Source: an optimization exercise on an open RTL-to-GDS flow (aim: small area and a short achievable clock period). Production flows keep margins and buffers that such runs may drop.
In this exercise RTL edits were held to simulation tests only and were not proved equivalent to the original.
Power is estimated from default activity; no workload was simulated.

==> job 7667 <==
==> flow/design.v <==
module instruction_fetch_unit #(
    parameter int                 DATA_W     = 32,
    parameter int                 IMEM_DEPTH = 64,
    parameter logic [DATA_W-1:0]  HALT_INSTR = 32'hFFFF_FFFF,
    parameter int unsigned        PC_STEP    = 4
) (
    input  logic                          clk,
    input  logic                          rst,
    input  logic                          i_start,
    input  logic                          i_step_mode,
    input  logic                          i_step,
    input  logic                          i_clear,
    input  logic                          i_PC_write,
    input  logic                          i_branch_taken,
    input  logic [DATA_W-1:0]             i_branch_addr,
    input  logic                          i_imem_wr_en,
    input  logic [$clog2(IMEM_DEPTH)-1:0] i_imem_wr_addr,
    input  logic [DATA_W-1:0]             i_imem_wr_data,
    output logic [DATA_W-1:0]             o_pc_plus4,
    output logic [DATA_W-1:0]             o_instr,
    output logic                          o_valid,
    output logic [DATA_W-1:0]             o_pc,
    output logic [1:0]                    o_state,
    output logic                          o_halted,
    output logic [31:0]                   o_fetch_count
);
    localparam int ADDR_W = $clog2(IMEM_DEPTH);
    localparam logic [1:0] S_IDLE   = 2'd0;
    localparam logic [1:0] S_RUN    = 2'd1;
    localparam logic [1:0] S_STEP   = 2'd2;
    localparam logic [1:0] S_HALTED = 2'd3;
    logic [1:0]        state;
    logic              halted;
    logic              wr_ok;       
    logic [DATA_W-1:0] pc;
    logic [DATA_W-1:0] ifid_pc4;
    logic [DATA_W-1:0] ifid_instr;
    logic              ifid_valid;
    logic [DATA_W-1:0] imem [IMEM_DEPTH];
    logic [IMEM_DEPTH-1:0] imem_halt;
    logic              active;      
    logic              fe;
    logic              load;        
    logic              hold;        
    logic              imem_wr_ok;
    logic [DATA_W-1:0] pc_inc;
    logic [IMEM_DEPTH-1:0] rd_sel;      
    logic [IMEM_DEPTH-1:0] br_sel;
    logic [DATA_W-1:0] rd_word;
    logic              rd_halt;
    assign active     = (state == S_RUN) || (state == S_STEP);
    assign fe         = (state == S_RUN) || ((state == S_STEP) && i_step);
    assign load       = fe && i_PC_write && !i_branch_taken;
    assign hold       = active && !i_branch_taken && !i_PC_write;
    assign imem_wr_ok = wr_ok;
    assign pc_inc     = pc + DATA_W'(PC_STEP);
    always_ff @(posedge clk) begin
        if (i_imem_wr_en && imem_wr_ok) begin
            imem[i_imem_wr_addr]      <= i_imem_wr_data;
            imem_halt[i_imem_wr_addr] <= (i_imem_wr_data == HALT_INSTR);
        end
    end
    always_comb begin
        rd_word = '0;
        rd_halt = 1'b0;
        for (int i = 0; i < IMEM_DEPTH; i++) begin
            rd_word = rd_word | ({DATA_W{rd_sel[i]}} & imem[i]);
            rd_halt = rd_halt | (rd_sel[i] & imem_halt[i]);
        end
        rd_word = load ? rd_word : '0;
        rd_halt = load & rd_halt;
        for (int i = 0; i < IMEM_DEPTH; i++) begin
            br_sel[i] = (i_branch_addr[ADDR_W+1:2] == ADDR_W'(i));
        end
    end
    always_ff @(posedge clk or posedge rst) begin
        if (rst) begin
            rd_sel <= IMEM_DEPTH'(1);
        end else if (active && i_branch_taken) begin
            rd_sel <= br_sel;
        end else if (load) begin
            rd_sel <= {rd_sel[IMEM_DEPTH-2:0], rd_sel[IMEM_DEPTH-1]};
        end else if (halted && i_clear) begin
            rd_sel <= IMEM_DEPTH'(1);
        end
    end
    always_ff @(posedge clk or posedge rst) begin
        if (rst) begin
            state      <= S_IDLE;
            halted     <= 1'b0;
            wr_ok      <= 1'b1;
            pc         <= '0;
            ifid_pc4   <= '0;
            ifid_instr <= '0;
            ifid_valid <= 1'b0;
        end else begin
            if (!hold) begin
                ifid_instr <= rd_word;
                ifid_pc4   <= load ? pc_inc : '0;
                ifid_valid <= load;
            end
            if (active && i_branch_taken) begin
                pc <= i_branch_addr;
            end else if (load) begin
                pc <= pc_inc;
            end else if (halted && i_clear) begin
                pc <= '0;
            end
            if (state == S_IDLE) begin
                if (i_start) begin
                    state <= i_step_mode ? S_STEP : S_RUN;
                    wr_ok <= 1'b0;
                end
            end else if (halted) begin
                if (i_clear) begin
                    state  <= S_IDLE;
                    halted <= 1'b0;
                end
            end else if (rd_halt) begin
                state  <= S_HALTED;
                halted <= 1'b1;
                wr_ok  <= 1'b1;
            end
        end
    end
    logic [31:0] fetch_count;
    always_ff @(posedge clk or posedge rst) begin
        if (rst) begin
            fetch_count <= '0;
        end else if (halted && i_clear) begin
            fetch_count <= '0;
        end else if (load) begin
            fetch_count <= fetch_count + 32'd1;
        end
    end
    assign o_fetch_count = fetch_count;
    assign o_pc_plus4 = ifid_pc4;
    assign o_instr    = ifid_instr;
    assign o_valid    = ifid_valid;
    assign o_pc       = pc;
    assign o_state    = state;
    assign o_halted   = halted;
endmodule
==> flow/run.sh <==
#!/bin/bash
# synth_recipe.tcl (not shown) runs the flow's synth.tcl, then flattens the netlist and writes it again
# the make line also repeats each setting of config.mk as NAME=value (left out here)
make -C /OpenROAD-flow-scripts/flow DESIGN_CONFIG=/design/flow/config.mk WORK_HOME=/design/flow/orfs CLKGATE_MAP_FILE= SYNTH_SCRIPT=/design/flow/synth_recipe.tcl finish
==> flow/config.mk <==
export PLATFORM = sky130hd
export DESIGN_NAME = instruction_fetch_unit
export DESIGN_NICKNAME = instruction_fetch_unit
export VERILOG_FILES = /design/flow/design.v
export SDC_FILE = /design/flow/constraint.sdc
export NUM_CORES = 4
export LEC_CHECK = 0
export CAP_MARGIN = 20
export CORE_MARGIN = 2
export CORE_UTILIZATION = 40
export SETUP_SLACK_MARGIN = 3.0
export SLEW_MARGIN = 20
==> flow/constraint.sdc <==
create_clock -name core_clock -period 5.5 [get_ports {clk}]
set_input_delay 1.1000 -clock core_clock [delete_from_list [all_inputs] [get_ports {clk}]]
set_output_delay 1.1000 -clock core_clock [all_outputs]
set_load 0.01 [all_outputs]
==> inputs of job 7350, as changes to job 7667 <==
--- a/flow/design.v
+++ b/flow/design.v
@@ -33,3 +33,2 @@
     logic              halted;
-    logic              wr_ok;       
     logic [DATA_W-1:0] pc;
@@ -54,3 +53,3 @@
     assign hold       = active && !i_branch_taken && !i_PC_write;
-    assign imem_wr_ok = wr_ok;
+    assign imem_wr_ok = (state == S_IDLE) || halted;
     assign pc_inc     = pc + DATA_W'(PC_STEP);
@@ -90,3 +89,2 @@
             halted     <= 1'b0;
-            wr_ok      <= 1'b1;
             pc         <= '0;
@@ -111,3 +109,2 @@
                     state <= i_step_mode ? S_STEP : S_RUN;
-                    wr_ok <= 1'b0;
                 end
@@ -121,3 +118,2 @@
                 halted <= 1'b1;
-                wr_ok  <= 1'b1;
             end
SETUP_SLACK_MARGIN = 2.5   (was 3.0)
==> results.txt <==
                                                          job 7350            job 7667
Status                                    timing/DRC/antenna clean  timing/DRC/antenna clean
Effective utilization at floorplan                           40.2%               40.3%
Final routed wire length divided by cell count             44.7 um             44.5 um
Number of placed instances with taps included                 7732                7807
Type of the tightest min-delay check                  flop to flop  input port to flop
Fraction of layout cells with a size suffix above 1          16.4%               25.1%
Metal3 WL                                                  62.1 mm             68.3 mm
Core area                                               212000 um2          212000 um2
Post_cts resized                                               101                1040
Number of inserted filler cells in the final layout          17800               17400
Leakage power of the design                                32.4 nW             34.8 nW
Longest individual stage delay on the worst path           0.76 ns             0.71 ns
Num CTS Buffers                                                217                 219
Worst skew pair latency                                    0.89 ns             0.88 ns
DIE WIDTH                                                   465 um              466 um
Hold worst-path end                                   ifid_pc4[28]        imem[52][23]
Number of buffers and inverters on the critical path             0                   3
Total global-route track usage                               33.0%               33.8%
Met2 track demand over resource                              47.4%               48.5%
Cell area reported after detailed placement              92400 um2           92700 um2

==> what the ideal ports hide <==
The flow's constraints put no driver on any port. The routed layouts listed below were extracted and timed again, unchanged, in two steps. Step 1: set_driving_cell puts a clkbuf_16 on clk and a buf_2 on each other input, an assumption about the parent block. Step 2 moves the port delays by t, midway between the first and last clock arrival at a register: inputs arrive t later, outputs are due t later. That takes back most of the time a late clock gives input paths. Three values: ideal, step 1, step 2; two values: the first two.
| run | t (ns) | slack for setup (ns) | worst register clock-pin slew, ns | cell pins on the clock port's net |
|---|---|---|---|---|
| job 7667 | 0.959 | 2.818 / 2.791 / 1.878 | 0.07 / 0.07 | 1 |
| job 7350 | 0.957 | 2.320 / 2.320 / 1.590 | 0.07 / 0.07 | 1 |
After both steps setup and hold are still met in every run listed. For job 7667, which loses most, drivers alone change the setup slack by -0.027 ns; drivers and shift together by -0.940 ns.
